From an optimization exercise on the open Yosys and OpenROAD flow, aimed at small area, a short achievable clock period and few clock cycles per item; shortcuts taken in it are not production practice.
RTL that was checked went through simulation tests only; none was proved equivalent to the original.
Only the layout flow was run in runs 5 to 7; the RTL was not checked for function there.
Power and IR drop assume default switching activity.

==> flow/design.v <==
package pdec_pkg;
  localparam int num_path = 8;
  localparam int num_k    = 164;
  localparam int num_dcrc = 3;
endpackage
`timescale 1ns/1ps
module pdec_ctl_out (
  input  logic       leaf_mode,
  input  logic [2:0] jump_type,
  input  logic       upd_valid,
  input  logic       busy,        
  input  logic       last,        
  input  logic [7:0] srvl_bmp,
  output logic [7:0] list_wen,
  output logic       upd_done
);
  logic one_step;    
  assign one_step = upd_valid & ~(leaf_mode & (jump_type[2] ^ jump_type[1]));
  assign list_wen = (busy | one_step) ? srvl_bmp : 8'd0;
  assign upd_done = busy ? last : one_step;
endmodule
`timescale 1ns/1ps
module pdec_cand_bits (
  input  logic [127:0] bit_val,
  input  logic [2:0]   m,
  output logic [31:0]  cand_bit
);
  always_comb begin
    for (int c = 0; c < 32; c++)
      cand_bit[c] = bit_val[4*c+3] ^ (^(bit_val[4*c +: 3] & m));
  end
endmodule
module pdec_bsel (
  input  logic [31:0] d,
  input  logic [4:0]  s,
  output logic        y
);
  logic [3:0] lo;
  logic [7:0] hi;
  logic [7:0] grp;
  always_comb begin
    for (int k = 0; k < 4; k++) lo[k] = (s[1:0] == 2'(k));
    for (int k = 0; k < 8; k++) hi[k] = (s[4:2] == 3'(k));
    for (int g = 0; g < 8; g++) grp[g] = |(d[4*g +: 4] & lo);
    y = |(grp & hi);
  end
endmodule
module pdec_wout #(
  parameter int I = 0
) (
  input  logic       leaf_mode,
  input  logic [2:0] jump_type,
  input  logic       busy,        
  input  logic       wfirst,      
  input  logic       bit_q,       
  input  logic [4:0] pm,
  output logic [3:0] wdata
);
  logic is_rep, take_pm, use_parent;
  assign is_rep     = (jump_type == 3'd1);
  assign take_pm    = ~busy & (~leaf_mode | is_rep);
  assign use_parent = ~busy | wfirst;
  assign wdata[3]   = (busy & bit_q) | (take_pm & pm[0]);
  assign wdata[2:0] = ~use_parent ? 3'(I) : is_rep ? pm[3:1] : pm[4:2];
endmodule
module pdec_wsrc #(
  parameter int I = 0
) (
  input  logic       leaf_mode,
  input  logic [2:0] jump_type,
  input  logic       busy,
  input  logic       fork_en,
  input  logic       bit_q,
  input  logic [4:0] pm,
  output logic       dec_bit,
  output logic [7:0] src_sel
);
  logic       is_rep, take_pm;
  logic [2:0] parent;
  assign is_rep  = (jump_type == 3'd1);
  assign take_pm = ~busy & (~leaf_mode | is_rep);
  assign parent  = is_rep ? pm[3:1] : pm[4:2];
  assign dec_bit = (busy & bit_q) | (take_pm & pm[0]);
  always_comb begin
    for (int e = 0; e < 8; e++)
      src_sel[e] = fork_en ? (parent == 3'(e)) : (e == I);
  end
endmodule
`timescale 1ns/1ps
module pdec_sel8x6 (
  input  logic [47:0] d,
  input  logic [7:0]  s,
  output logic [5:0]  y
);
  always_comb begin
    y = '0;
    for (int k = 0; k < 8; k++) y = y | (d[6*k +: 6] & {6{s[k]}});
  end
endmodule
module pdec_aoi222 (
  input  logic [2:0] d,
  input  logic [2:0] s,
  output logic       yn
);
  assign yn = ~|(d & s);
endmodule
module pdec_info_mux (
  input  logic [491:0] d,
  input  logic [7:0]   c,
  output logic [2:0]   y
);
  localparam int NG = 55;    
  logic [3*NG-1:0] oh;       
  always_comb begin
    for (int e = 0; e < 3*NG; e++) oh[e] = (e < 164) && (c == 8'(e + 255));
  end
  for (genvar j = 0; j < 3; j++) begin : g_bit
    logic [NG-1:0] yn;
    for (genvar g = 0; g < NG; g++) begin : g_grp
      if (3*g + 2 < 164) begin : g_full
        pdec_aoi222 u (.d({d[3*(3*g+2)+j], d[3*(3*g+1)+j], d[3*(3*g)+j]}),
                       .s(oh[3*g +: 3]), .yn(yn[g]));
      end else begin : g_part
        assign yn[g] = ~((d[3*(3*g+1)+j] & oh[3*g+1]) | (d[3*(3*g)+j] & oh[3*g]));
      end
    end
    assign y[j] = ~&yn;
  end
endmodule
`timescale 1ns/1ps
module pdec_updt_top (
  input  logic         clk,
  input  logic         rst_n,
  input  logic         cfg_leaf_mode,
  input  logic [2:0]   cfg_jump_type,
  input  logic [1:0]   cfg_dcrc_num,
  input  logic         cfg_dcrc_mode,
  input  logic [2:0]   cfg_dcrc_ini,
  input  logic [23:0]  cfg_dcrc_idx,
  input  logic         dec_start,
  input  logic         upd_valid,
  input  logic [7:0]   srvl_bmp,
  input  logic [39:0]  pm_idx,
  input  logic [127:0] bit_val,
  input  logic [491:0] dcrc_info,
  output logic         upd_ready,
  output logic         upd_done,
  output logic [7:0]   list_wen,
  output logic [7:0]   list_waddr,
  output logic [31:0]  list_wdata,
  output logic [15:0]  path_stat,
  output logic         early_term
);
  localparam int NP = pdec_pkg::num_path;
  localparam logic [1:0] ST_CK  = 2'd0;
  localparam logic [1:0] ST_VAL = 2'd1;
  localparam logic [1:0] ST_INV = 2'd3;
  logic          busy_q;         
  logic [1:0]    wstep_q;        
  logic [7:0]    cnt_q;          
  logic [NP-1:0] bit_q;          
  logic [2:0]    mask_q;         
  logic [2:0]    info_q;         
  logic [2:0]    chk_q;          
  logic          mode_q;         
  logic [2:0]    par_q  [NP];
  logic [1:0]    stat_q [NP];
  logic       accept, multi, fork_en, step_en;
  logic       last_q;            
  logic [1:0] last_idx;
  assign accept  = upd_valid & ~busy_q;
  assign multi   = cfg_leaf_mode & (cfg_jump_type[2] ^ cfg_jump_type[1]);   
  assign fork_en = accept;
  assign step_en = busy_q | (upd_valid & ~multi);
  always_comb begin
    case (cfg_jump_type)
      3'd2, 3'd3: last_idx = 2'd1;
      3'd4:       last_idx = 2'd2;
      default:    last_idx = 2'd3;
    endcase
  end
  always_ff @(posedge clk or negedge rst_n) begin
    if (!rst_n)                 busy_q <= 1'b0;
    else if (accept && multi)   busy_q <= 1'b1;
    else if (busy_q && last_q)  busy_q <= 1'b0;
  end
  always_ff @(posedge clk or negedge rst_n) begin
    if (!rst_n)      wstep_q <= 2'd0;
    else if (busy_q) wstep_q <= wstep_q + 2'd1;
    else             wstep_q <= 2'd0;
  end
  always_ff @(posedge clk or negedge rst_n) begin
    if (!rst_n) last_q <= 1'b0;
    else        last_q <= busy_q & ~last_q & (wstep_q + 2'd1 == last_idx);
  end
  always_ff @(posedge clk) begin
    if (dec_start) mode_q <= cfg_dcrc_mode;
  end
  always_ff @(posedge clk) begin
    if (dec_start)      cnt_q <= 8'd0;
    else if (step_en)   cnt_q <= cnt_q + 8'd1;
  end
  assign upd_ready = ~busy_q;
  pdec_ctl_out u_ctl_out (
    .leaf_mode (cfg_leaf_mode),
    .jump_type (cfg_jump_type),
    .upd_valid (upd_valid),
    .busy      (busy_q),
    .last      (last_q),
    .srvl_bmp  (srvl_bmp),
    .list_wen  (list_wen),
    .upd_done  (upd_done)
  );
  logic [2:0]    mask0, mask, mask_nxt;
  logic [1:0]    nstep;           
  logic [31:0]   cand_bit;
  logic [NP-1:0] cand_sel;
  always_comb begin
    case (cfg_jump_type)
      3'd3:    mask0 = 3'b100;
      3'd5:    mask0 = 3'b111;
      default: mask0 = 3'b010;
    endcase
  end
  assign nstep = busy_q ? wstep_q + 2'd2 : 2'd1;
  always_comb begin
    mask_nxt = 3'b000;
    case (cfg_jump_type)
      3'd4: if (nstep == 2'd1) mask_nxt = 3'b100;
      3'd5: if (nstep == 2'd1) mask_nxt = 3'b010;
            else if (nstep == 2'd2) mask_nxt = 3'b100;
      default: mask_nxt = 3'b000;
    endcase
  end
  always_ff @(posedge clk) mask_q <= mask_nxt;
  assign mask = busy_q ? mask_q : mask0;
  pdec_cand_bits u_cand (.bit_val(bit_val), .m(mask), .cand_bit(cand_bit));
  for (genvar i = 0; i < NP; i++) begin : g_bsel
    pdec_bsel u_bsel (.d(cand_bit), .s(pm_idx[5*i +: 5]), .y(cand_sel[i]));
  end
  always_ff @(posedge clk) bit_q <= cand_sel;
  logic [NP-1:0] dec_bit;
  logic [7:0]    src_sel [NP];
  for (genvar i = 0; i < NP; i++) begin : g_wpath
    pdec_wout #(.I(i)) u_wout (
      .leaf_mode (cfg_leaf_mode),
      .jump_type (cfg_jump_type),
      .busy      (busy_q),
      .wfirst    (wstep_q == 2'd0),
      .bit_q     (bit_q[i]),
      .pm        (pm_idx[5*i +: 5]),
      .wdata     (list_wdata[4*i +: 4])
    );
    pdec_wsrc #(.I(i)) u_wsrc (
      .leaf_mode (cfg_leaf_mode),
      .jump_type (cfg_jump_type),
      .busy      (busy_q),
      .fork_en   (fork_en),
      .bit_q     (bit_q[i]),
      .pm        (pm_idx[5*i +: 5]),
      .dec_bit   (dec_bit[i]),
      .src_sel   (src_sel[i])
    );
  end
  assign list_waddr = cnt_q;
  logic [2:0] num_mask, info_p1, chk_nxt;
  logic [7:0] pos_nxt;
  assign pos_nxt = cnt_q + 8'd1;
  always_comb begin
    for (int j = 0; j < 3; j++) begin
      num_mask[j] = (j < cfg_dcrc_num);
      chk_nxt[j]  = num_mask[j] & ((dec_start ? 8'd0 : pos_nxt) == cfg_dcrc_idx[8*j +: 8]);
    end
  end
  pdec_info_mux u_info (.d(dcrc_info), .c(cnt_q), .y(info_p1));
  always_ff @(posedge clk) begin
    if (dec_start || step_en) begin
      info_q <= (dec_start ? dcrc_info[2:0] : info_p1) & num_mask;
      chk_q  <= chk_nxt;
    end
  end
  logic [47:0] entry;
  logic [5:0]  src [NP];
  always_comb begin
    for (int k = 0; k < NP; k++)
      entry[6*k +: 6] = {stat_q[k][0],
                         |(chk_q & (par_q[k] ^ info_q)),
                         |(chk_q & par_q[k]),
                         par_q[k]};
  end
  for (genvar i = 0; i < NP; i++) begin : g_path
    logic       fail;
    logic [1:0] stat_src;
    pdec_sel8x6 u_src (.d(entry), .s(src_sel[i]), .y(src[i]));
    assign fail     = step_en & (dec_bit[i] ? src[i][4] : src[i][3]);
    assign stat_src = {~fork_en & stat_q[i][1], src[i][5]};
    always_ff @(posedge clk) begin
      if (dec_start) begin
        par_q[i] <= cfg_dcrc_ini;
      end else if ((fork_en || step_en) && srvl_bmp[i]) begin
        par_q[i] <= src[i][2:0] ^ (info_q & {3{dec_bit[i]}});
      end
    end
    always_ff @(posedge clk) begin
      if (dec_start) begin
        stat_q[i] <= (i == 0) ? ST_VAL : ST_INV;
      end else if (fork_en || step_en) begin
        if (!srvl_bmp[i])   stat_q[i] <= ST_INV;
        else if (fail)      stat_q[i] <= mode_q ? ST_CK : ST_INV;
        else                stat_q[i] <= stat_src;
      end
    end
    assign path_stat[2*i +: 2] = stat_q[i];
  end
  logic all_inv, any_val;
  always_comb begin
    all_inv = 1'b1;
    any_val = 1'b0;
    for (int p = 0; p < NP; p++) begin
      all_inv = all_inv & (stat_q[p] == ST_INV);
      any_val = any_val | (stat_q[p] == ST_VAL);
    end
  end
  assign early_term = mode_q ? ~any_val : all_inv;
endmodule
==> flow/flow/run.sh <==
#!/bin/bash
# Standard ORFS layout; the port buffers are the small sky130 buf_1
# instead of the delay buffer buffer_ports picks by default.
set -euo pipefail
bash standard.sh BUFFER_PORTS_ARGS="-buffer_cell sky130_fd_sc_hd__buf_1" finish > standard_flow.log 2>&1
==> flow/standard.sh <==
#!/bin/bash
# synth_recipe.tcl (not shown) runs the flow's synth.tcl, then flattens the netlist and writes it again
# the make line also repeats each setting of config.mk as NAME=value (left out here)
make -C /OpenROAD-flow-scripts/flow DESIGN_CONFIG=/design/flow/config.mk WORK_HOME=/design/flow/orfs CLKGATE_MAP_FILE= SYNTH_SCRIPT=/design/flow/synth_recipe.tcl "${@:-finish}"
==> flow/config.mk <==
export PLATFORM = sky130hd
export DESIGN_NAME = pdec_updt_top
export DESIGN_NICKNAME = pdec_updt_top
export VERILOG_FILES = /design/flow/design.v
export SDC_FILE = /design/flow/constraint.sdc
export NUM_CORES = 4
export LEC_CHECK = 0
export CAP_MARGIN = 20
export CORE_AREA = 5 5 275 275
export DIE_AREA = 0 0 280 280
export SETUP_SLACK_MARGIN = 1.85
export SLEW_MARGIN = 20
export SYNTH_HIERARCHICAL = 1
export TNS_END_PERCENT = 0
==> flow/constraint.sdc <==
create_clock -name core_clock -period 5.0 [get_ports {clk}]
set_input_delay 1.0000 -clock core_clock [delete_from_list [all_inputs] [get_ports {clk}]]
set_output_delay 1.0000 -clock core_clock [all_outputs]
set_load 0.01 [all_outputs]
==> results.cfg, run 1 <==
[run_status]
status = timing/DRC/antenna clean

[pwr]
p_leak_nw = 7.18
powerDensity_nw_per_um2 = 326
internal_power_w = 0.00295
p_seq_share_pct = 17.3
netSwitchingFraction_pct = 57.0
power_switching_w = 0.00391
vdd_drop_max_uv = 542
clock_power_share_pct = 9.6
combPwrFrac_pct = 73.1

[timing]
tns_ns = 0
max_freq_ghz = 0.301
tightestPinTransition_ns = 0.906
fin_skew_ns = 0.0164
finalCriticalPeriod_ns = 3.32
relSlewSlack_pct = 39.6
finalHoldViolations = 0
slew_violations = 0
setup_viol = 0
worst_slack_ns = 1.68
rsz0062_at_grt = true
fin_crit_sh_pct = 66.4

[drt]
drtAntennaViolNets = 0
wl_um = 109000
avgViaCountPerCell = 5.89
post-route-drc-count = 0
vias = 23100
drt-initial-drc-count = 4076
drt-wirelength-per-cell_um = 27.9
dr.pass1.iters = 11

[worst_setup_path]
cp-start-kind = flop
path_cells = and2b_2 -> nand3_4 -> nor2_1 -> a222oi_1 -> nand4_1 -> or4_4 -> nor3_4 -> o2111ai_2 -> mux2i_1 -> nor2_1
max_stage_delay_ns = 0.79
regToRegSetupSlack_ns = 1.68
crit_type = flop to flop
crit_fanout = 9
cp-end-kind = flop
critPathSlowestCell = a222oi_1
required_ns = 5.12
arrival_ns = 3.45
crit_top_cell = nor2_1

[floorplanning]
fp.dieH_um = 280
coreArea_um2 = 72600
rows = 99
die_area_um2 = 78400
start_util_pct = 21.5
ios = 773
die_x_um = 280

[global_routing]
overflow = 0
antenna_found_initial = 10
grt_usage_pct = 25.4
grt_pass1_wl_um = 148000
grt_pass1_vias = 21700
grt_max_degree = 67

[logic_synthesis]
synth_top_area_share_pct = 11.4
syn_nets = 2836
synth_warnings = 25
avgSynthCellArea_um2 = 7.33
synthCells = 2126
ys_seq_elements = 69
synth_area_leader_cell = a222oi_1
seq_area_frac_synth_pct = 11.0
synth_ff_type = dfxtp_1
ys_async_sr_fraction_pct = 5.80
synth_cell_types = 86
synth_edf_count = 31
ys_top_cells_by_area = a222oi_1, a22oi_1, mux2i_1
syn-cell-area_um2 = 15600

[layout]
instances_no_fill = 3913
drive_above_1_share_pct = 9.98
fin_nets = 3652
fillers = 8155
fin_area_um2 = 21000
layout_commonest_cell = buf_1
area_delta_synth_final_pct = 35.0
layout_common_cells = buf_1, nor2_1, nand2_1, a22oi_1, a222oi_1

[clocking]
clk_path_buf_depth = 2
root_buffer = clkbuf_16
clkSlewWorstSetupHoldPaths_ns = 0.07
clock_sinks = 69
cts.htree.levels = 3
clock_latency_ns = 0.38
cts_tree = built
numCtsBuffers = 9

[place]
dp.cells = 3840
pre_cts_ws_ns = 0.467
dpl_cell_area_um2 = 19700
gp_congestion = 0.993
dpl.hpwl_um = 86200
port_buffers = 772

[hold_path]
hold_class = input pin to async pin

[job]
drv_cap = 0
-- worst paths after layout --
check	to	cells past startpoint	from
max	info_q[0]	10	cnt_q[6]
min	last_q	1	rst_n
max reg2reg	info_q[0]	10	cnt_q[6]
min reg2reg	stat_q[0][1]	2	stat_q[0][1]
max in group asynchronous	busy_q	1	rst_n
min in group core_clock	stat_q[0][1]	2	stat_q[0][1]
-- worst max-delay path: cells and delay by family (launching register included) --
family / cells / cell delay [ns]
compound gates: 2 / 0.92
flops: 1 / 0.39
mux: 1 / 0.16
simple gates: 7 / 1.60
-- cells in the mapped netlist, drive strengths merged, types with 11 or more instances --
master  count
nor2      272
nand2     265
a22oi     227
a222oi    178
mux2i     154
xor2      100
nand4      97
a21oi      71
xnor2      71
o21ai      70
buf        63
inv        54
nand3      50
clkbuf     39
dfxtp      34
nand2b     33
edfxtp     31
nand3b     29
nor2b      29
nor3b      20
nand4b     19
nor3       14
nor4       14
or3        13
a211oi     12
and2       11
o22ai      11
-- modules after synthesis (local to each module, per instance), a selection --
module          cells inside  flops+latches
pdec_ctl_out              22              0
pdec_aoi222                1              0
pdec_bsel                 41              0
pdec_sel8x6               30              0
pdec_updt_top            509             69
pdec_cand_bits           201              0
-- cell type report --
cell class / count / area [µm²] / area share, %
repair inverters: 1 / 7.51 / 0.0357
inverters: 54 / 206 / 0.981
multi-input cells: 1901 / 13500 / 64.0
diodes: 7 / 17.5 / 0.0832
flip-flops and latches: 69 / 1750 / 8.30
clock inverters: 6 / 46.3 / 0.220
well taps: 959 / 1200 / 5.70
clock buffers: 10 / 239 / 1.14
repair buffers: 906 / 4120 / 19.6
-- through the flow --
stage,power [W],hold slack (ns),util (%)
after floorplan,0.00379,0.476,-
after global placement,0.00573,0.482,27.1
after global routing,0.00717,0.456,29.0
final,0.00687,0.445,29.0
after detailed placement,0.00573,0.481,27.1
after CTS,0.00660,0.439,28.4
-- timing repair --
item / in CTS / in global routing
endpoints found under the setup margin: 100 / 73
pin swaps: 17 / 16
gates resized for setup: 100 / 60
setup buffers: 37 / 10
gates cloned: 1 / 2
hold buffers: 0 / 0
-- cell families (layout without fill, tap and decap cells) --
logic type	after synthesis	in the layout	share of synthesized area (%)
and+or+nand+nor	926	926	31.0
AOI/OAI and AO/OA	645	645	32.2
xor gates and xnor gates	171	171	9.66
buffers and inverters	156	977	5.79
muxes	155	155	10.0
DFF	69	69	11.0
adders and majority gates	4	4	0.321
other	0	7	0
-- sequential cells by signal (all words and copies together) (netlist names) --
| register | count |
|---|---|
| wstep_q | 2 |
| mask_q | 2 |
| mode_q | 1 |
| stat_q | 16 |
| bit_q | 8 |
| busy_q | 1 |
| par_q | 24 |
| last_q | 1 |
| chk_q | 3 |
| cnt_q | 8 |
| info_q | 3 |
-- power by group through the flow --
stage                     sequential [W]  combinational, W  clock, W
after global placement           0.00125           0.00448         0
final                            0.00119           0.00502  0.000659
after detailed placement         0.00124           0.00448         0
after global routing             0.00119           0.00530  0.000686
after floorplan                  0.00102           0.00277         0
after CTS                        0.00117           0.00477  0.000665
-- layer usage --
layer / vias up / GRT usage [%] / share of wire, %
met5: - / 0 / 0.13
met4: 8 / 14.0 / 6.9
met3: 362 / 5.30 / 11
met2: 1730 / 43.5 / 47
met1: 10900 / 29.7 / 35
li1: 10100 / - / -
Testbench counts, summed over its fixed seeds: cycles 6,540, updates 3,072.
==> run 2: changes to the inputs <==
--- a/flow/config.mk
+++ b/flow/config.mk
@@ -10,3 +10,3 @@
 export DIE_AREA = 0 0 280 280
-export SETUP_SLACK_MARGIN = 1.85
+export SETUP_SLACK_MARGIN = 2.2
 export SLEW_MARGIN = 20
==> results.cfg, run 2 <==
[run_status]
status = timing/DRC/antenna clean

[global_routing]
grt_pass1_wl_um = 147000
antenna_found_initial = 10
grt_pass1_vias = 21500
grt_usage_pct = 25.1
overflow = 0
grt_max_degree = 67

[logic_synthesis]
yosysMostFrequentCell = nor2_1
synth-simple-area-share_pct = 31.0
synth_area_leader_cell = a222oi_1
syn-cell-area_um2 = 15600
synthXorXnorAreaFrac_pct = 9.66
synthMuxAreaShare_pct = 10.0
synth_top_family_by_area = compound AO/OA/AOI/OAI gates
ys_top_cells_by_area = a222oi_1, a22oi_1, mux2i_1
synth_fa_ha_area_share_pct = 0.321
avgSynthCellArea_um2 = 7.33
syn_nets = 2836
ys_seq_elements = 69
synth_cell_types = 86
synth_ff_type = dfxtp_1
synth_common_cells = nor2_1, nand2_1, a22oi_1
synth_warnings = 25
synthCells = 2126
ys_async_sr_fraction_pct = 5.80
synth-compound-area-share_pct = 32.2
synth_top_area_share_pct = 11.4
synth_edf_count = 31
seq_area_frac_synth_pct = 11.0

[floorplanning]
fp.dieH_um = 280
start_util_pct = 21.5
ios = 773
die_x_um = 280
coreArea_um2 = 72600
die_area_um2 = 78400
rows = 99

[clocking]
hold_buffers = 0
numCtsBuffers = 9
clkSlewWorstSetupHoldPaths_ns = 0.06
cts.htree.levels = 3
cts_tree = built
root_buffer = clkbuf_16
clk_path_buf_depth = 2
clock_sinks = 69
clock_latency_ns = 0.37

[place]
pre_cts_ws_ns = 0.704
gp_congestion = 1.01
dpl_cell_area_um2 = 19700
dpl.hpwl_um = 84200
port_buffers = 772

[worst_setup_path]
crit_fanout = 7
crit_start = cnt_q[1]
cp-end-kind = flop
arrival_ns = 3.38
r2r_start = cnt_q[1]
regToRegSetupSlack_ns = 1.72
cp-start-kind = flop
required_ns = 5.10
crit_type = flop to flop

[layout]
top_regs = par_q: 24 flops, stat_q: 16 flops
drive_above_1_share_pct = 10.1
fin_util_pct = 29.2
area_delta_synth_final_pct = 36.1
largest_register_ffs = 24
fin_nets = 3670
regMostFlops = par_q
fillers = 8190
layout_common_cells = buf_1, nor2_1, nand2_1, a22oi_1, a222oi_1
fin_area_um2 = 21200
layout_commonest_cell = buf_1

[drt]
drt-initial-drc-count = 4259
dr.pass1.iters = 11
drt-wirelength-per-cell_um = 27.2
wl_um = 107000
vias = 22900
avgViaCountPerCell = 5.81
post-route-drc-count = 0
drtAntennaViolNets = 0

[hold_path]
hold_class = input pin to async pin

[timing]
max_freq_ghz = 0.305
slew_violations = 0
tightestPinTransition_ns = 0.978
fin_crit_sh_pct = 65.6
relSlewSlack_pct = 34.8
rsz0062_at_grt = true
setup_viol = 0
whs_ns = 0.458
fin_skew_ns = 0.0118
finalCriticalPeriod_ns = 3.28
worst_slack_ns = 1.72
finalHoldViolations = 0
tns_ns = 0

[pwr]
vdd_drop_max_uv = 385
p_leak_nw = 7.24
powerDensity_nw_per_um2 = 326

[job]
drv_cap = 0
run 2: changes by cell type in the layout (fill, tap and decap cells not counted), sizes merged:
| cell | before | now |
|---|---|---|
| buf | 896 | 922 |
| bufbuf | 0 | 1 |
| bufinv | 0 | 1 |
| clkbuf | 19 | 12 |
| clkdlybuf4s15 | 1 | 0 |
| clkinvlp | 4 | 2 |
| diode | 7 | 14 |
| inv | 55 | 54 |
| nand2 | 265 | 266 |
run 2: final timing paths:
kind                                      to  depth (start not counted)
worst max-delay path               info_q[1]                         10
worst min-delay path              wstep_q[1]                          1
worst max register to register     info_q[1]                         10
worst min register to register  stat_q[0][1]                          2
max in group asynchronous             busy_q                          1
min in group core_clock         stat_q[0][1]                          2
run 2: report_power, final:
part           total (W)  internal, W  switching [W]
Clock           0.000689     0.000400       0.000289
Sequential       0.00118     0.000779       0.000406
Combinational    0.00505      0.00185        0.00319
run 2: modules after synthesis (local to each module, per instance), a selection:
module / copies in the design / cell area, µm² / cells inside
pdec_updt_top: 1 / 4410 / 509
pdec_info_mux: 1 / 1350 / 284
pdec_aoi222: 162 / 10.0 / 1
pdec_cand_bits: 1 / 1270 / 201
pdec_bsel: 8 / 325 / 41
pdec_ctl_out: 1 / 136 / 22
pdec_sel8x6: 8 / 218 / 30
run 2: stage by stage:
stage	instances	power, W
final	3938	0.00692
after global routing	3928	0.00724
after CTS	3907	0.00662
after detailed placement	3844	0.00572
after global placement	3844	0.00571
after floorplan	2126	0.00381
run 2: area by class of cell:
cell class	count	area (µm²)	share of cell area, %
inverters	54	206	0.973
repair buffers	923	4270	20.1
well taps	959	1200	5.65
flip-flops and latches	69	1750	8.22
multi-input cells	1902	13500	63.4
repair inverters	1	7.51	0.0354
diodes	14	35.0	0.165
clock buffers	12	246	1.16
clock inverters	4	47.5	0.224
run 2: repair_timing:
action	in CTS	in global routing
buffers inserted	44	17
resized for setup	97	48
setup endpoints to repair	108	107
pin swaps	34	8
cloned	3	0
run 2: routing by layer:
layer  wire (µm)  vias up  share of wire, %  GRT usage (%)
met1       38000    10800                35           29.7
met4        6090        2               5.7           11.9
met2       52300     1612                49           43.5
met3       10600      288               9.9           4.98
li1            -    10100                 -              -
met5           8        -            0.0075              0
run 2: critical path, cell delays in order (launching register included):
cell       delay (ns)
dfxtp_4          0.38
nor2b_2          0.24
nand2_4          0.14
nor2_1           0.08
a222oi_1         0.81
nand4_1          0.27
or4_4            0.50
nor3_4           0.16
o2111ai_1        0.16
mux2i_1          0.17
nor2b_1          0.10
run 2: cells by family (layout without fill, tap and decap cells):
kind of cell | Yosys count | in the layout
AOI/OAI and AO/OA | 645 | 645
xor gates and xnor gates | 171 | 171
adders and majority gates | 4 | 4
buffers and inverters | 156 | 994
DFF | 69 | 69
muxes | 155 | 155
other | 0 | 14
and+or+nand+nor | 926 | 927
==> run 3: changes to the inputs <==
--- a/flow/config.mk
+++ b/flow/config.mk
@@ -10,3 +10,3 @@
 export DIE_AREA = 0 0 280 280
-export SETUP_SLACK_MARGIN = 2.2
+export SETUP_SLACK_MARGIN = 1.7
 export SLEW_MARGIN = 20
==> results.cfg, run 3 <==
[floorplanning]
rows = 99
start_util_pct = 21.5
die_area_um2 = 78400
fp.dieH_um = 280
die_x_um = 280
coreArea_um2 = 72600
ios = 773

[logic_synthesis]
synth_edf_count = 31
seq_area_frac_synth_pct = 11.0
synth_warnings = 25
avgSynthCellArea_um2 = 7.33
syn-cell-area_um2 = 15600
synth_cell_types = 86
synth_area_leader_cell = a222oi_1
synth_ff_type = dfxtp_1
ys_seq_elements = 69
yosysMostFrequentCell = nor2_1
ys_top_cells_by_area = a222oi_1, a22oi_1, mux2i_1
synthCells = 2126
ys_async_sr_fraction_pct = 5.80
synth_common_cells = nor2_1, nand2_1, a22oi_1
synth_top_area_share_pct = 11.4
syn_nets = 2836

[worst_setup_path]
regToRegSetupSlack_ns = 1.65
path_cells = buf_1 -> nand2_1 -> clkinvlp_4 -> buf_12 -> nand4b_1 -> o22ai_1 -> a22oi_1 -> nand4_1 -> mux2i_2 -> or3_1 -> a41oi_1 -> or2_2
critPathBufInv = 3
r2r_start = cnt_q[2]
arrival_ns = 3.68
crit_fanout = 18
cp_top_family = simple AND/OR/NAND/NOR gates
crit_type = input pin to flop
regToRegEndpoint = info_q[2]
worst_r2r_path_depth = 10
required_ns = 5.32
cp-start-kind = input pin
max_stage_delay_ns = 0.56
cp-end-kind = flop
critPathSlowestCell = o22ai_1

[timing]
tns_ns = 0
finalHoldViolations = 0
relSlewSlack_pct = 25.1
slew_violations = 0
rsz0062_at_grt = true
fin_skew_ns = 0.0170
setup_viol = 0
tightestPinTransition_ns = 1.12
finalCriticalPeriod_ns = 3.36
max_freq_ghz = 0.298
fin_crit_sh_pct = 67.1

[layout]
layout_commonest_cell = buf_1
fin_nets = 3643
ff_latch_area_um2 = 1740
regMostFlops = par_q
top_regs = par_q: 24 flops, stat_q: 16 flops
drive_above_1_share_pct = 8.95
fin_area_um2 = 20800
multi_input_area_um2 = 13400
layout_common_cells = buf_1, nor2_1, nand2_1, a22oi_1, a222oi_1
area_delta_synth_final_pct = 33.4
fillers = 8160
largest_register_ffs = 24

[drt]
top_layer = met5
drt-initial-drc-count = 4615
avgViaCountPerCell = 5.88
drt-met1-wl_um = 37700
drtAntennaViolNets = 0
dr.pass1.iters = 14
post-route-drc-count = 0
met2_length_um = 51400
drt-wirelength-per-cell_um = 27.5
wl_um = 108000
vias = 23000
route.met3.wl_um = 11200

[clocking]
cts.htree.levels = 3
numCtsBuffers = 9
clock_sinks = 69
clock_latency_ns = 0.38
clkSlewWorstSetupHoldPaths_ns = 0.06
clk_path_buf_depth = 2
cts_tree = built
hold_buffers = 0
root_buffer = clkbuf_16

[pwr]
powerDensity_nw_per_um2 = 332
clock_power_share_pct = 10.2
p_seq_share_pct = 18.4
netSwitchingFraction_pct = 56.7
combPwrFrac_pct = 71.3
internal_power_w = 0.00298
power_switching_w = 0.00391
p_leak_nw = 7.01
vdd_drop_max_uv = 256

[global_routing]
grt_pass1_wl_um = 148000
grt_pass1_vias = 21600
antenna_found_initial = 18
overflow = 0
grt_usage_pct = 25.2
grt_max_degree = 67

[place]
gp_congestion = 1.01
port_buffers = 772
dpl_cell_area_um2 = 19700
dpl.hpwl_um = 85800

[run_status]
status = timing/DRC/antenna clean

[hold_path]
hold_class = input pin to async pin

[job]
drv_cap = 0
[run 3: changes by cell type in the layout (fill, tap and decap cells not counted), moves of 5 or more]
cell and delta:
buf_12 -11, nand3_2 +5, nand2_1 +6, buf_4 -16
nand2_4 -8
[run 3: cell type report]
class / instances / share of cell area [%]
Multi-Input combinational cell: 1901 / 64.4
Timing Repair Buffer: 897 / 18.8
Sequential cell: 69 / 8.38
Tap cell: 959 / 5.77
Clock buffer: 11 / 1.17
Inverter: 54 / 0.993
Clock inverter: 5 / 0.289
Antenna cell: 14 / 0.168
Timing Repair inverter: 1 / 0.0361
[run 3: what timing repair did]
action                                 CTS  global route
resized for setup                       52            63
setup endpoints to repair               81            74
gates cloned                             1             0
endpoints found under the hold margin    0             0
pin swaps                               11            12
buffers inserted                         9            27
[run 3: routing by layer]
layer | GRT usage (%) | vias up
met5 | 0 | -
met4 | 13.2 | 2
met3 | 5.38 | 342
met2 | 43.2 | 1762
met1 | 29.6 | 10800
li1 | - | 10100
[run 3: how the worst max path moves through the flow]
stage                         start           end  cells after the start
final                     upd_valid  stat_q[0][0]                     12
after detailed placement   cnt_q[0]     info_q[2]                     10
after floorplan              busy_q  stat_q[7][1]                     13
after global placement     cnt_q[0]     info_q[2]                     10
after CTS                  cnt_q[2]     info_q[2]                     11
after global routing       cnt_q[7]     info_q[2]                     10
[run 3: worst reg2reg max path, cell delays in order (launching register included)]
cell       delay, ns
dfxtp_4         0.43
nor2_2          0.11
nand2_2         0.18
nor2_1          0.10
a222oi_1        0.97
nand4_1         0.26
or4_4           0.49
nor3_4          0.21
o2111ai_2       0.13
mux2i_1         0.15
nor2_1          0.07
[run 3: metrics by stage]
stage	setup slack (ns)	hold slack, ns	instances	power [W]	util [%]
after detailed placement	0.678	0.472	3844	0.00573	27.1
after floorplan	1.71	0.476	2126	0.00379	-
after CTS	1.63	0.448	3870	0.00657	27.9
after global placement	0.632	0.482	3843	0.00575	27.1
after global routing	1.57	0.474	3906	0.00721	28.6
final	1.64	0.464	3911	0.00690	28.6
[run 3: per-module statistics from Yosys (local to each module, per instance), a selection]
module          copies in the design  cell area, µm²  flops+latches
pdec_sel8x6                        8             218              0
pdec_ctl_out                       1             136              0
pdec_updt_top                      1            4410             69
pdec_info_mux                      1            1350              0
pdec_cand_bits                     1            1270              0
pdec_aoi222                      162            10.0              0
pdec_bsel                          8             325              0
[run 3: cell families after synthesis]
logic type / count (synthesis) / share of synthesized area (%)
simple gates: 926 / 31.0
compound gates: 645 / 32.2
xor+xnor: 171 / 9.66
buf+inv: 156 / 5.79
mux: 155 / 10.0
flops: 69 / 11.0
fa+ha+maj: 4 / 0.321
[run 3: power groups by stage]
stage               registers (W)  clock network (W)  logic, W
floorplan                 0.00102                  0   0.00277
global placement          0.00128                  0   0.00446
detailed placement        0.00128                  0   0.00446
CTS                       0.00124           0.000715   0.00461
global route              0.00126           0.000734   0.00522
finish                    0.00127           0.000706   0.00492
==> run 4: changes to the inputs <==
--- a/flow/config.mk
+++ b/flow/config.mk
@@ -8,5 +8,5 @@
 export CAP_MARGIN = 20
-export CORE_AREA = 5 5 275 275
-export DIE_AREA = 0 0 280 280
-export SETUP_SLACK_MARGIN = 1.7
+export CORE_AREA = 5 5 265 265
+export DIE_AREA = 0 0 270 270
+export SETUP_SLACK_MARGIN = 1.85
 export SLEW_MARGIN = 20
==> results.cfg, run 4 <==
[logic_synthesis]
ys_async_sr_fraction_pct = 5.80
synth_area_leader_cell = a222oi_1
avgSynthCellArea_um2 = 7.33
synth_ff_type = dfxtp_1
syn_nets = 2836
synth_top_area_share_pct = 11.4
ys_seq_elements = 69
yosysMostFrequentCell = nor2_1
synthCells = 2126
synth_edf_count = 31
seq_area_frac_synth_pct = 11.0
syn-cell-area_um2 = 15600
synth_common_cells = nor2_1, nand2_1, a22oi_1
synth_cell_types = 86
synth_warnings = 25
ys_top_cells_by_area = a222oi_1, a22oi_1, mux2i_1

[drt]
met2_length_um = 51200
dr.pass1.iters = 15
avgViaCountPerCell = 6.01
route.met3.wl_um = 11900
post-route-drc-count = 0
vias = 23200
drt-met1-wl_um = 38600
drt-initial-drc-count = 4429
drt-wirelength-per-cell_um = 28.1
top_layer = met5
drtAntennaViolNets = 0
wl_um = 109000

[timing]
tns_ns = 0
fin_crit_sh_pct = 68.5
whs_ns = 0.460
rsz0062_at_grt = true
tightestPinTransition_ns = 1.30
slew_violations = 0
finalHoldViolations = 0
setup_viol = 0
max_freq_ghz = 0.292
relSlewSlack_pct = 13.1
fin_skew_ns = 0.0156
finalCriticalPeriod_ns = 3.42
worst_slack_ns = 1.58

[worst_setup_path]
arrival_ns = 3.55
worstSetupEndpoint = info_q[2]
max_stage_delay_ns = 1.10
cp-end-kind = flop
worst_r2r_path_depth = 11
critPathSlowestCell = a222oi_1
crit_cells = 11
r2r_start = cnt_q[3]
cp_top_family = simple AND/OR/NAND/NOR gates
required_ns = 5.13
crit_start = cnt_q[3]
critPathBufInv = 1
regToRegEndpoint = info_q[2]
cp-start-kind = flop
crit_fanout = 7
crit_type = flop to flop
regToRegSetupSlack_ns = 1.58
path_cells = nor2_4 -> nand2_4 -> buf_6 -> nor2_2 -> a222oi_1 -> nand4_1 -> or4_1 -> nor3_2 -> o2111ai_1 -> mux2i_1 -> nor2_1

[floorplanning]
ios = 773
coreArea_um2 = 67200
die_x_um = 270
fp.dieH_um = 270
die_area_um2 = 72900
start_util_pct = 23.2
rows = 95

[pwr]
powerDensity_nw_per_um2 = 336
p_leak_nw = 7.28
finalPower_w = 0.00710
vdd_drop_max_uv = 191

[clocking]
hold_buffers = 0
cts.htree.levels = 3
clock_sinks = 69
clk_path_buf_depth = 2
root_buffer = clkbuf_16
cts_tree = built
numCtsBuffers = 9
clock_latency_ns = 0.38
clkSlewWorstSetupHoldPaths_ns = 0.06

[global_routing]
grt_pass1_vias = 21900
overflow = 0
grt_usage_pct = 27.1
antenna_found_initial = 21
grt_pass1_wl_um = 149000
grt_max_degree = 67

[run_status]
status = timing/DRC/antenna clean

[layout]
fin_nets = 3678
fillers = 7417
fin_area_um2 = 21100
layout_commonest_cell = buf_1
largest_register_ffs = 24
layout_common_cells = buf_1, nor2_1, nand2_1, a22oi_1, a222oi_1
area_delta_synth_final_pct = 35.5
regMostFlops = par_q
drive_above_1_share_pct = 10.2
top_regs = par_q: 24 flops, stat_q: 16 flops

[place]
dpl.hpwl_um = 85800
port_buffers = 772
pre_cts_ws_ns = 0.853
dpl_cell_area_um2 = 19600
gp_congestion = 1.03

[job]
drv_cap = 0

[hold_path]
hold_class = input pin to async pin
## run 4: what timing repair did
action / CTS / global route
cloned: 0 / 2
pin swaps: 17 / 17
endpoints found under the setup margin: 82 / 83
resized for setup: 104 / 31
buffers inserted: 15 / 48
## run 4: stage by stage
| stage | utilization (%) | instances |
|---|---|---|
| after floorplan | - | 2126 |
| after global placement | 29.2 | 3765 |
| after detailed placement | 29.2 | 3765 |
| after CTS | 30.5 | 3796 |
| after global routing | 31.4 | 3860 |
| final | 31.5 | 3863 |
## run 4: report_power, final
part           total (W)  switching (W)  leakage, nW  internal, W
registers        0.00122       0.000440        0.652     0.000778
clock network   0.000718       0.000306        0.149     0.000413
logic            0.00516        0.00325         6.48      0.00191
## run 4: Yosys stat by module (local to each module, per instance), excerpt
module	cells	area [µm²]	copies in the design	flops+latches
pdec_aoi222	1	10.0	162	0
pdec_updt_top	509	4410	1	69
pdec_sel8x6	30	218	8	0
pdec_bsel	41	325	8	0
pdec_info_mux	284	1350	1	0
pdec_ctl_out	22	136	1	0
## run 4: cell families after synthesis
kind of cell             Yosys count  synth area share (%)
AND/OR/NAND/NOR                  926                  31.0
AO/OA/AOI/OAI                    645                  32.2
XOR/XNOR                         171                  9.66
buffers and inverters            156                  5.79
multiplexers                     155                  10.0
flip-flops                        69                  11.0
adder cells (fa/ha/maj)            4                 0.321
## run 4: worst min-delay path by stage
stage	startpoint	end	slack [ns]
final	rst_n	last_q	0.46
after global routing	rst_n	last_q	0.48
after CTS	rst_n	wstep_q[0]	0.46
after detailed placement	wstep_q[0]	wstep_q[0]	0.51
after global placement	wstep_q[0]	wstep_q[0]	0.51
after floorplan	wstep_q[0]	wstep_q[0]	0.48
## run 4: area by class of cell
type | instances | area [µm²] | share of cell area [%]
multi-input combinational | 1902 | 13400 | 63.7
timing repair buffer | 931 | 4280 | 20.3
sequential | 69 | 1750 | 8.26
tap | 873 | 1090 | 5.17
clock buffer | 12 | 256 | 1.21
inverter | 54 | 206 | 0.977
clock inverter | 4 | 47.5 | 0.225
antenna | 17 | 42.5 | 0.201
timing repair inverter | 1 | 5.00 | 0.0237
## run 4: layer usage
layer	track usage, %	vias to the layer above
li1	-	10200
met1	31.8	10900
met2	46.0	1739
met3	7.04	427
met4	13.2	4
met5	0.329	-
==> run 5: changes to the inputs <==
--- a/flow/design.v
+++ b/flow/design.v
@@ -65,2 +65,34 @@
 endmodule
+module pdec_g_nand2 (
+  input  logic a, b,
+  output logic y
+);
+  assign y = ~(a & b);
+endmodule
+module pdec_g_nand3 (
+  input  logic a, b, c,
+  output logic y
+);
+  assign y = ~(a & b & c);
+endmodule
+module pdec_g_nor2 (
+  input  logic a, b,
+  output logic y
+);
+  assign y = ~(a | b);
+endmodule
+module pdec_g_inv (
+  input  logic a,
+  output logic y
+);
+  assign y = ~a;
+endmodule
+module pdec_rep (
+  input  logic [2:0] jump_type,
+  output logic       is_rep,
+  output logic       rep_n
+);
+  assign is_rep = (jump_type == 3'd1);
+  assign rep_n  = ~is_rep;
+endmodule
 module pdec_wsrc #(
@@ -77,11 +109,23 @@
 );
-  logic       is_rep, take_pm;
-  logic [2:0] parent;
-  assign is_rep  = (jump_type == 3'd1);
-  assign take_pm = ~busy & (~leaf_mode | is_rep);
-  assign parent  = is_rep ? pm[3:1] : pm[4:2];
-  assign dec_bit = (busy & bit_q) | (take_pm & pm[0]);
-  always_comb begin
-    for (int e = 0; e < 8; e++)
-      src_sel[e] = fork_en ? (parent == 3'(e)) : (e == I);
+  logic       is_rep, rep_n, fork_n;
+  logic [2:0] p, pn;
+  pdec_rep u_rep (.jump_type(jump_type), .is_rep(is_rep), .rep_n(rep_n));
+  assign dec_bit = (busy & bit_q) | (~busy & (~leaf_mode | is_rep) & pm[0]);
+  for (genvar b = 0; b < 3; b++) begin : g_par
+    logic x, z;
+    pdec_g_nand2 u_x (.a(is_rep), .b(pm[b+1]), .y(x));
+    pdec_g_nand2 u_z (.a(rep_n),  .b(pm[b+2]), .y(z));
+    pdec_g_nand2 u_p (.a(x), .b(z), .y(p[b]));
+    pdec_g_inv   u_n (.a(p[b]), .y(pn[b]));
+  end
+  pdec_g_inv u_fn (.a(fork_en), .y(fork_n));
+  for (genvar e = 0; e < 8; e++) begin : g_sel
+    logic eq_n;
+    pdec_g_nand3 u_eq (.a(e[2] ? p[2] : pn[2]), .b(e[1] ? p[1] : pn[1]),
+                       .c(e[0] ? p[0] : pn[0]), .y(eq_n));
+    if (e == I) begin : g_own
+      pdec_g_nand2 u_s (.a(fork_en), .b(eq_n), .y(src_sel[e]));
+    end else begin : g_other
+      pdec_g_nor2  u_s (.a(fork_n), .b(eq_n), .y(src_sel[e]));
+    end
   end
--- a/flow/config.mk
+++ b/flow/config.mk
@@ -8,4 +8,4 @@
 export CAP_MARGIN = 20
-export CORE_AREA = 5 5 265 265
-export DIE_AREA = 0 0 270 270
+export CORE_AREA = 5 5 275 275
+export DIE_AREA = 0 0 280 280
 export SETUP_SLACK_MARGIN = 1.85
@@ -13,2 +13 @@
 export SYNTH_HIERARCHICAL = 1
-export TNS_END_PERCENT = 0
==> results.cfg, run 5 <==
[logic_synthesis]
synth_warnings = 17
ys_top_cells_by_area = a222oi_1, a22oi_1, mux2i_1
syn_nets = 2844
avgSynthCellArea_um2 = 7.09
ys_async_sr_fraction_pct = 5.80
syn-cell-area_um2 = 15100
yosysMostFrequentCell = nand2_1
synthCells = 2134
synth_area_leader_cell = a222oi_1
synth_top_area_share_pct = 11.8
ys_seq_elements = 69
synth_edf_count = 31
synth_common_cells = nand2_1, nor2_1, a22oi_1
seq_area_frac_synth_pct = 11.3
synth_ff_type = dfxtp_1
synth_cell_types = 69

[drt]
drt-wirelength-per-cell_um = 27.8
dr.pass1.iters = 13
avgViaCountPerCell = 5.74
drtAntennaViolNets = 0
vias = 23200
post-route-drc-count = 0
wl_um = 112000
drt-initial-drc-count = 4274

[timing]
tightestPinTransition_ns = 1.10
rsz0062_at_grt = true
slew_violations = 0
tns_ns = 0
fin_skew_ns = 0.0227
finalCriticalPeriod_ns = 3.41
fin_crit_sh_pct = 68.1
finalHoldViolations = 0
setup_viol = 0
whs_ns = 0.462
relSlewSlack_pct = 26.4
max_freq_ghz = 0.294

[worst_setup_path]
worst_r2r_path_depth = 10
crit_fanout = 1
crit_type = input pin to flop
critPathBufInv = 2
arrival_ns = 3.51
cp-start-kind = input pin
required_ns = 5.10
crit_cells = 8
max_stage_delay_ns = 0.96
critPathSlowestCell = a222oi_1
path_cells = buf_1 -> a222oi_1 -> nand4_1 -> nor4_4 -> buf_4 -> o2111ai_2 -> mux2i_1 -> nor2_2
cp-end-kind = flop
cp_top_family = compound AO/OA/AOI/OAI gates

[layout]
regMostFlops = par_q
layout_commonest_cell = buf_1
fin_nets = 3775
top_regs = par_q: 24 flops, stat_q: 16 flops
fin_util_pct = 30.6
layout_common_cells = buf_1, nand2_1, nor2_1, a22oi_1, buf_4
largest_register_ffs = 24
area_delta_synth_final_pct = 47.1
drive_above_1_share_pct = 15.7
multi_input_area_um2 = 13500
fillers = 8021
ff_latch_area_um2 = 1740
fin_area_um2 = 22200

[global_routing]
grt_max_degree = 67
antenna_found_initial = 11
grt_pass1_wl_um = 151000
overflow = 0
grt_pass1_vias = 21800
grt_usage_pct = 25.9

[clocking]
clock_sinks = 69
clock_latency_ns = 0.37
cts.htree.levels = 3
hold_buffers = 0
clk_path_buf_depth = 2
clkSlewWorstSetupHoldPaths_ns = 0.07
root_buffer = clkbuf_16
numCtsBuffers = 9
cts_tree = built

[job]
drv_cap = 0

[floorplanning]
rows = 99
die_x_um = 280
die_area_um2 = 78400
start_util_pct = 20.8
ios = 773
coreArea_um2 = 72600
fp.dieH_um = 280

[pwr]
vdd_drop_max_uv = 269
finalPower_w = 0.00759
powerDensity_nw_per_um2 = 342
p_leak_nw = 7.96

[place]
gp_congestion = 0.997
dpl.hpwl_um = 87200
port_buffers = 772
dpl_cell_area_um2 = 19200

[run_status]
status = timing/DRC/antenna clean

[hold_path]
hold_class = input pin to async pin
==> run 5: area by class of cell <==
cell class | count | area share (%)
clock inverter | 6 | 0.321
tap | 959 | 5.40
inverter | 73 | 1.33
clock buffer | 10 | 1.03
sequential | 69 | 7.84
timing repair buffer | 1004 | 23.2
multi-input combinational | 1908 | 60.8
antenna | 8 | 0.0900
==> run 5: worst paths after layout <==
| kind | from | end | slack, ns |
|---|---|---|---|
| min | rst_n | busy_q | 0.46 |
| min reg2reg | stat_q[0][1] | stat_q[0][1] | 0.48 |
| max reg2reg | cnt_q[1] | info_q[2] | 1.60 |
| min in group core_clock | stat_q[0][1] | stat_q[0][1] | 0.48 |
| max | dcrc_info[11] | info_q[2] | 1.59 |
| max in group asynchronous | rst_n | busy_q | 4.33 |
==> run 5: metrics by stage <==
step	setup slack, ns	std cells
after floorplan	2.01	2134
after global placement	0.674	3864
after detailed placement	0.665	3864
after CTS	1.77	3952
after global routing	1.64	4036
final	1.59	4037
==> run 5: worst reg2reg max path, cell delays in order, from the launching register on <==
cell,delay (ns)
dfxtp_4,0.38
nor2b_4,0.17
nand2_8,0.12
nor2_4,0.06
a222oi_1,0.94
nand4_1,0.42
nor4_4,0.42
buf_4,0.19
o2111ai_2,0.12
mux2i_1,0.24
nor2_2,0.08
==> run 5: timing repair <==
item	4_1_cts	5_1_grt
endpoints found under the setup margin	103	61
gates resized for setup	184	168
gates cloned	2	7
pin swaps	46	62
buffers inserted	70	70
==> run 5: cells by family after synthesis <==
| kind of cell | Yosys count | synth area share, % |
|---|---|---|
| muxes | 154 | 10.3 |
| xor gates and xnor gates | 171 | 9.96 |
| AOI/OAI and AO/OA | 583 | 30.8 |
| and+or+nand+nor | 995 | 31.3 |
| buffers and inverters | 158 | 5.99 |
| DFF | 69 | 11.3 |
| adders and majority gates | 4 | 0.331 |
==> run 5: modules after synthesis (local to each module, per instance), excerpt <==
| module | copies in the design | cells inside | area, µm² | flops+latches |
|---|---|---|---|---|
| pdec_updt_top | 1 | 509 | 4410 | 69 |
| pdec_info_mux | 1 | 284 | 1350 | 0 |
| pdec_cand_bits | 1 | 201 | 1270 | 0 |
| pdec_bsel | 8 | 41 | 325 | 0 |
| pdec_ctl_out | 1 | 22 | 136 | 0 |
| pdec_g_inv | 32 | 1 | 3.75 | 0 |
==> run 5: where the power goes <==
group / leakage [nW] / switching, W / internal, W
clock network: 0.139 / 0.000309 / 0.000391
logic: 7.16 / 0.00358 / 0.00211
registers: 0.652 / 0.000433 / 0.000777
==> run 5: per-layer routing <==
layer  GRT usage, %  wire, µm  vias to the layer above
li1               -         -                    10200
met1           30.9     39600                    11000
met2           45.5     54600                     1705
met3           5.54     12200                      310
met4           10.0      5690                        2
met5          0.244        16                        -
==> run 6: changes to the inputs <==
--- a/flow/config.mk
+++ b/flow/config.mk
@@ -13 +13,2 @@
 export SYNTH_HIERARCHICAL = 1
+export TNS_END_PERCENT = 5
==> results.cfg, run 6 <==
[worst_setup_path]
worst_r2r_path_depth = 10
crit_type = input pin to flop
required_ns = 5.10
cp-start-kind = input pin
arrival_ns = 3.47
crit_fanout = 1
cp-end-kind = flop

[run_status]
status = timing/DRC/antenna clean

[logic_synthesis]
ys_top_cells_by_area = a222oi_1, a22oi_1, mux2i_1
synth_ff_type = dfxtp_1
synthCells = 2134
synth_common_cells = nand2_1, nor2_1, a22oi_1
ys_seq_elements = 69
yosysMostFrequentCell = nand2_1
ys_async_sr_fraction_pct = 5.80
synth_edf_count = 31
seq_area_frac_synth_pct = 11.3
syn-cell-area_um2 = 15100
synth_top_area_share_pct = 11.8
synth_area_leader_cell = a222oi_1
synth_cell_types = 69
syn_nets = 2844
avgSynthCellArea_um2 = 7.09
synth_warnings = 17

[layout]
largest_register_ffs = 24
fin_nets = 3723
instances_no_fill = 3985
drive_above_1_share_pct = 11.6
fillers = 8158
layout_commonest_cell = buf_1
layout_common_cells = buf_1, nand2_1, nor2_1, a22oi_1, a222oi_1
regMostFlops = par_q
top_regs = par_q: 24 flops, stat_q: 16 flops
area_delta_synth_final_pct = 40.0

[pwr]
clock_power_share_pct = 9.6
powerDensity_nw_per_um2 = 346
power_switching_w = 0.00419
combPwrFrac_pct = 73.7
internal_power_w = 0.00313
vdd_drop_max_uv = 257
p_leak_nw = 7.51
p_seq_share_pct = 16.7
netSwitchingFraction_pct = 57.3

[job]
drv_cap = 0

[drt]
post-route-drc-count = 0
drt-initial-drc-count = 4062
avgViaCountPerCell = 5.70
vias = 22700
drtAntennaViolNets = 0
drt-wirelength-per-cell_um = 27.7
dr.pass1.iters = 10
wl_um = 110000

[clocking]
clkSlewWorstSetupHoldPaths_ns = 0.07
cts_tree = built
cts.htree.levels = 3
numCtsBuffers = 9
root_buffer = clkbuf_16
clock_latency_ns = 0.37
clock_sinks = 69
clk_path_buf_depth = 2

[timing]
max_freq_ghz = 0.297
tns_ns = 0
fin_crit_sh_pct = 67.3
rsz0062_at_grt = true
finalHoldViolations = 0
setup_viol = 0
tightestPinTransition_ns = 1.09
relSlewSlack_pct = 27.6
whs_ns = 0.463
worst_slack_ns = 1.63
finalCriticalPeriod_ns = 3.37
fin_skew_ns = 0.0250
slew_violations = 0

[global_routing]
grt_max_degree = 67
grt_pass1_wl_um = 151000
antenna_found_initial = 12
grt_usage_pct = 25.8
grt_pass1_vias = 21800
overflow = 0

[floorplanning]
fp.dieH_um = 280
die_x_um = 280
die_area_um2 = 78400
rows = 99
coreArea_um2 = 72600
ios = 773
start_util_pct = 20.8

[hold_path]
hold_class = input pin to async pin

[place]
dpl.hpwl_um = 87200
dp.cells = 3864
port_buffers = 772
gp_congestion = 0.997
pre_cts_ws_ns = 0.665
## run 6: cell counts after synthesis
Identical to the previous run, type by type.
## run 6: final cells by class
class | count | area (µm²) | area share (%)
Antenna cell | 8 | 20.0 | 0.0946
Sequential cell | 69 | 1740 | 8.23
Timing Repair Buffer | 952 | 4520 | 21.3
Clock buffer | 10 | 229 | 1.08
Clock inverter | 6 | 71.3 | 0.337
Multi-Input combinational cell | 1908 | 13100 | 61.9
Inverter | 73 | 285 | 1.35
Tap cell | 959 | 1200 | 5.67
## run 6: metrics by stage
step | instance area, µm² | util (%) | total power [W]
after floorplan | 15100 | - | 0.00381
after global placement | 19200 | 26.5 | 0.00592
after detailed placement | 19200 | 26.5 | 0.00594
after CTS | 20700 | 28.5 | 0.00699
after global routing | 21200 | 29.2 | 0.00760
final | 21200 | 29.2 | 0.00732
## run 6: cell families after synthesis
kind of cell	Yosys count	share of synthesized area (%)
AOI/OAI and AO/OA	583	30.8
xor gates and xnor gates	171	9.96
adders and majority gates	4	0.331
buffers and inverters	158	5.99
DFF	69	11.3
muxes	154	10.3
and+or+nand+nor	995	31.3
## run 6: worst max-delay path, stage by stage
cell and delay [ns]:
buf_1 0.09, a222oi_1 0.94, nand4_1 0.40, nor4_4 0.41, buf_4 0.19, o2111ai_2 0.11
mux2i_1 0.24, nor2_2 0.08
## run 6: final timing paths
path	start	end	slack (ns)
setup reg to reg	cnt_q[1]	info_q[2]	1.65
max in group asynchronous	rst_n	busy_q	4.33
hold / removal	rst_n	busy_q	0.46
hold reg to reg	stat_q[0][1]	stat_q[0][1]	0.48
setup / recovery	dcrc_info[11]	info_q[2]	1.63
min in group core_clock	stat_q[0][1]	stat_q[0][1]	0.48
## run 6: modules after synthesis, one instance, submodules excluded, excerpt
module        flops+latches  times used  cell area, µm²
pdec_aoi222               0         162            10.0
pdec_bsel                 0           8             325
pdec_g_inv                0          32            3.75
pdec_g_nand2              0          80            3.75
pdec_g_nand3              0          64            5.00
pdec_g_nor2               0          56            3.75
## run 6: routing by layer
| layer | share of wire, % | global-route usage, % | up-vias | routed length [µm] |
|---|---|---|---|---|
| met3 | 10 | 5.91 | 292 | 11400 |
| li1 | - | - | 10100 | - |
| met2 | 49 | 45.4 | 1625 | 53600 |
| met1 | 36 | 30.5 | 10700 | 39500 |
| met5 | 0.015 | 0.244 | - | 16 |
| met4 | 5.2 | 9.94 | 2 | 5750 |
## run 6: power by group through the flow
stage	Combinational, W	Clock (W)	Sequential (W)
5_1_grt	0.00566	0.000729	0.00121
6_report	0.00539	0.000703	0.00122
3_5_place_dp	0.00469	0	0.00125
3_3_place_gp	0.00467	0	0.00125
2_1_floorplan	0.00280	0	0.00102
4_1_cts	0.00510	0.000715	0.00118
## run 6: timing repair
item	CTS	global route
hold buffers	0	0
gates resized for setup	155	49
setup endpoints to repair	103	68
cloned	1	0
pin swaps	43	21
buffers inserted	65	31
==> run 7: changes to the inputs <==
--- a/flow/design.v
+++ b/flow/design.v
@@ -32,2 +32,16 @@
 endmodule
+module pdec_mux4 (
+  input  logic [3:0] d,
+  input  logic [1:0] s,
+  output logic       y
+);
+  assign y = d[s];
+endmodule
+module pdec_mux2 (
+  input  logic [1:0] d,
+  input  logic       s,
+  output logic       y
+);
+  assign y = s ? d[1] : d[0];
+endmodule
 module pdec_bsel (
@@ -37,11 +51,11 @@
 );
-  logic [3:0] lo;
-  logic [7:0] hi;
-  logic [7:0] grp;
-  always_comb begin
-    for (int k = 0; k < 4; k++) lo[k] = (s[1:0] == 2'(k));
-    for (int k = 0; k < 8; k++) hi[k] = (s[4:2] == 3'(k));
-    for (int g = 0; g < 8; g++) grp[g] = |(d[4*g +: 4] & lo);
-    y = |(grp & hi);
+  logic [7:0] l1;
+  logic [1:0] l2;
+  for (genvar k = 0; k < 8; k++) begin : g_l1
+    pdec_mux4 u (.d(d[4*k +: 4]), .s(s[1:0]), .y(l1[k]));
+  end
+  for (genvar k = 0; k < 2; k++) begin : g_l2
+    pdec_mux4 u (.d(l1[4*k +: 4]), .s(s[3:2]), .y(l2[k]));
   end
+  pdec_mux2 u_l3 (.d(l2), .s(s[4]), .y(y));
 endmodule
--- a/flow/config.mk
+++ b/flow/config.mk
@@ -13,2 +13 @@
 export SYNTH_HIERARCHICAL = 1
-export TNS_END_PERCENT = 5
==> results.cfg, run 7 <==
[place]
dpl.hpwl_um = 91700
pre_cts_ws_ns = 0.612
port_buffers = 772
gp_congestion = 1.05
dp.cells = 3610

[drt]
wl_um = 114000
vias = 22500
post-route-drc-count = 0
avgViaCountPerCell = 5.96
drt-initial-drc-count = 4098
drt-wirelength-per-cell_um = 30.2
dr.pass1.iters = 13
drtAntennaViolNets = 0

[timing]
finalCriticalPeriod_ns = 3.69
max_freq_ghz = 0.271
setup_viol = 0
worst_slack_ns = 1.31
fin_crit_sh_pct = 73.8
rsz0062_at_grt = true
tightestPinTransition_ns = 1.05
whs_ns = 0.463
relSlewSlack_pct = 29.9
slew_violations = 0
fin_skew_ns = 0.0269
finalHoldViolations = 0
tns_ns = 0

[clocking]
clock_latency_ns = 0.38
cts_tree = built
hold_buffers = 0
clk_path_buf_depth = 2
clock_sinks = 69
root_buffer = clkbuf_16
numCtsBuffers = 9
cts.htree.levels = 3
clkSlewWorstSetupHoldPaths_ns = 0.07

[floorplanning]
die_area_um2 = 78400
ios = 773
start_util_pct = 19.9
rows = 99
die_x_um = 280
fp.dieH_um = 280
coreArea_um2 = 72600

[global_routing]
gr-usage-met3_pct = 10.6
grt_usage_pct = 26.3
antenna_found_initial = 17
grt_most_used_layer = met2
overflow = 0
grt_use_met1_pct = 32.1
grt_pass1_wl_um = 151000
grt_use_met2_pct = 41.0
grt_max_degree = 49
grt_pass1_vias = 20700

[layout]
fin_util_pct = 31.4
fin_nets = 3503
layout_commonest_cell = buf_1
regMostFlops = par_q
drive_above_1_share_pct = 24.3
area_delta_synth_final_pct = 57.6
top_regs = par_q: 24 flops, stat_q: 16 flops
instances_no_fill = 3770
largest_register_ffs = 24
layout_common_cells = buf_1, nor2_1, nand2_1, a22oi_1, a222oi_1

[logic_synthesis]
synth_top_area_share_pct = 12.5
ys_seq_elements = 69
synth_area_leader_cell = mux4_2
seq_area_frac_synth_pct = 11.9
ys_async_sr_fraction_pct = 5.80
synth_edf_count = 31
synthCells = 1894
synth_warnings = 16
synth_cell_types = 70
ys_top_cells_by_area = mux4_2, a222oi_1, a22oi_1
synth_common_cells = nor2_1, nand2_1, a22oi_1
syn_nets = 2604
synth_ff_type = dfxtp_1
avgSynthCellArea_um2 = 7.62
syn-cell-area_um2 = 14400
yosysMostFrequentCell = nor2_1

[pwr]
p_seq_share_pct = 16.9
internal_power_w = 0.00349
vdd_drop_max_uv = 238
power_switching_w = 0.00410
powerDensity_nw_per_um2 = 333
netSwitchingFraction_pct = 54.1
clock_power_share_pct = 9.0
p_leak_nw = 7.52
combPwrFrac_pct = 74.2

[worst_setup_path]
cp-start-kind = flop
cp-end-kind = flop
crit_fanout = 6
arrival_ns = 3.79
required_ns = 5.10
crit_type = flop to flop

[run_status]
status = timing/DRC/antenna clean

[hold_path]
hold_class = input pin to async pin

[job]
drv_cap = 0
==> run 7: cell types whose count changed after synthesis, moves of 16 or more <==
| cell | previous run | this run |
|---|---|---|
| nand3_1 | 92 | 76 |
| a21oi_1 | 50 | 26 |
| a22oi_1 | 227 | 195 |
| mux2i_1 | 152 | 24 |
| nand2_1 | 324 | 276 |
| mux4_2 | 0 | 80 |
==> run 7: power groups by stage <==
stage / sequential [W] / combinational [W] / clock [W]
after floorplan: 0.00104 / 0.00300 / 0
after global placement: 0.00131 / 0.00434 / 0
after detailed placement: 0.00131 / 0.00437 / 0
after CTS: 0.00128 / 0.00495 / 0.000691
after global routing: 0.00128 / 0.00588 / 0.000707
final: 0.00128 / 0.00563 / 0.000681
==> run 7: worst max-delay path, stage by stage, from the launching register on <==
cell and delay (ns):
dfxtp_4 0.38, nor2b_4 0.18, nand3_4 0.13, nor2_2 0.11, a222oi_1 0.85, nand4_1 0.42, or4_4 0.64, nor3_4 0.25
o2111ai_2 0.15, mux2i_1 0.21, nor2b_2 0.10
==> run 7: area by class of cell <==
type	count	area, µm²
Antenna cell	13	32.5
Inverter	73	322
Tap cell	959	1200
Clock inverter	7	55.1
Clock buffer	9	225
Sequential cell	69	1750
Multi-Input combinational cell	1686	14500
Fill cell	7722	49800
Timing Repair Buffer	954	4620
==> run 7: kinds of logic (layout without fill, tap and decap cells) <==
| logic type | count (synthesis) | in the layout | share of synthesized area, % |
|---|---|---|---|
| AND/OR/NAND/NOR | 883 | 886 | 28.8 |
| multiplexers | 114 | 114 | 15.2 |
| adder cells (fa/ha/maj) | 4 | 4 | 0.347 |
| AO/OA/AOI/OAI | 511 | 511 | 28.8 |
| XOR/XNOR | 171 | 171 | 10.4 |
| buffers and inverters | 142 | 1043 | 4.54 |
| flip-flops | 69 | 69 | 11.9 |
| other | 0 | 13 | 0 |
==> run 7: worst paths after layout <==
check	from	end	slack (ns)	cells after the start
setup reg to reg	cnt_q[3]	info_q[1]	1.31	10
hold / removal	rst_n	wstep_q[0]	0.46	1
setup / recovery	cnt_q[3]	info_q[1]	1.31	10
hold reg to reg	stat_q[0][1]	stat_q[0][1]	0.51	2
max in group asynchronous	rst_n	busy_q	4.31	1
min in group core_clock	stat_q[0][1]	stat_q[0][1]	0.51	2
==> run 7: layer usage <==
metal  wire length, µm  share of wire [%]
met5                67              0.059
met4              6500                5.7
met1             40300                 35
met3             15700                 14
met2             51300                 45
==> run 7: timing repair <==
action                     CTS  global route
setup endpoints to repair   92            60
cloned                       6             1
buffers inserted            47            76
gates resized for setup    277           253
pin swaps                   63            97
==> run 7: stage by stage <==
stage / cell area (µm²) / power (W)
finish: 22800 / 0.00759
global placement: 18800 / 0.00565
floorplan: 14700 / 0.00405
CTS: 20900 / 0.00692
global route: 22700 / 0.00787
detailed placement: 18800 / 0.00567
==> run 7: modules after synthesis (local to each module, per instance), a selection <==
module,cell area [µm²],cells
pdec_aoi222,10.0,1
pdec_g_nand3,5.00,1
pdec_g_nand2,3.75,1
pdec_sel8x6,218,30
pdec_rep,16.3,2
pdec_updt_top,4410,509
pdec_mux4,22.5,1
pdec_g_inv,3.75,1
pdec_cand_bits,1270,201
pdec_info_mux,1350,284
pdec_ctl_out,136,22
pdec_mux2,15.0,1
pdec_g_nor2,3.75,1

-- what the ideal ports hide --
Ports are ideal in the flow. The routed layouts listed here were re-timed in OpenROAD.
Step 1 (the two cells are an assumption about what drives the block):
set clk [get_ports {clk}]
set_driving_cell -lib_cell sky130_fd_sc_hd__clkbuf_16 $clk
set_driving_cell -lib_cell sky130_fd_sc_hd__buf_2 [delete_from_list [all_inputs] $clk]
Step 2 times the ports against the registers' clock, not the clock port: input delays grow and output delays shrink by t, the midpoint of the rising clock arrivals with the driver on.
a / b / c = ideal ports / drivers / drivers and shift; a / b = the first two.
| run | t (ns) | setup slack, ns | worst setup path at the end | slew at the worst register clock pin (ns) | worst slew at a driven data input, ns |
|---|---|---|---|---|---|
| run 1 | 0.432 | 1.678 / 1.638 / 1.330 | input to register | 0.08 / 0.08 | 0.26 |
| run 2 | 0.419 | 1.721 / 1.721 / 1.351 | input to register | 0.07 / 0.07 | 0.25 |
| run 3 | 0.427 | 1.643 / 1.631 / 1.242 | input to register | 0.07 / 0.07 | 0.17 |
| run 4 | 0.429 | 1.576 / 1.576 / 1.177 | input to register | 0.08 / 0.08 | 0.15 |
| run 5 | 0.408 | 1.594 / 1.604 / 1.207 | input to register | 0.08 / 0.08 | 0.23 |
| run 6 | 0.407 | 1.634 / 1.646 / 1.247 | input to register | 0.08 / 0.08 | 0.25 |
| run 7 | 0.420 | 1.308 / 1.308 / 0.998 | input to register | 0.09 / 0.09 | 0.22 |
After both steps every run listed still meets setup and hold. For run 3, which loses most, drivers alone change the setup slack by -0.012 ns; drivers and shift together by -0.401 ns.
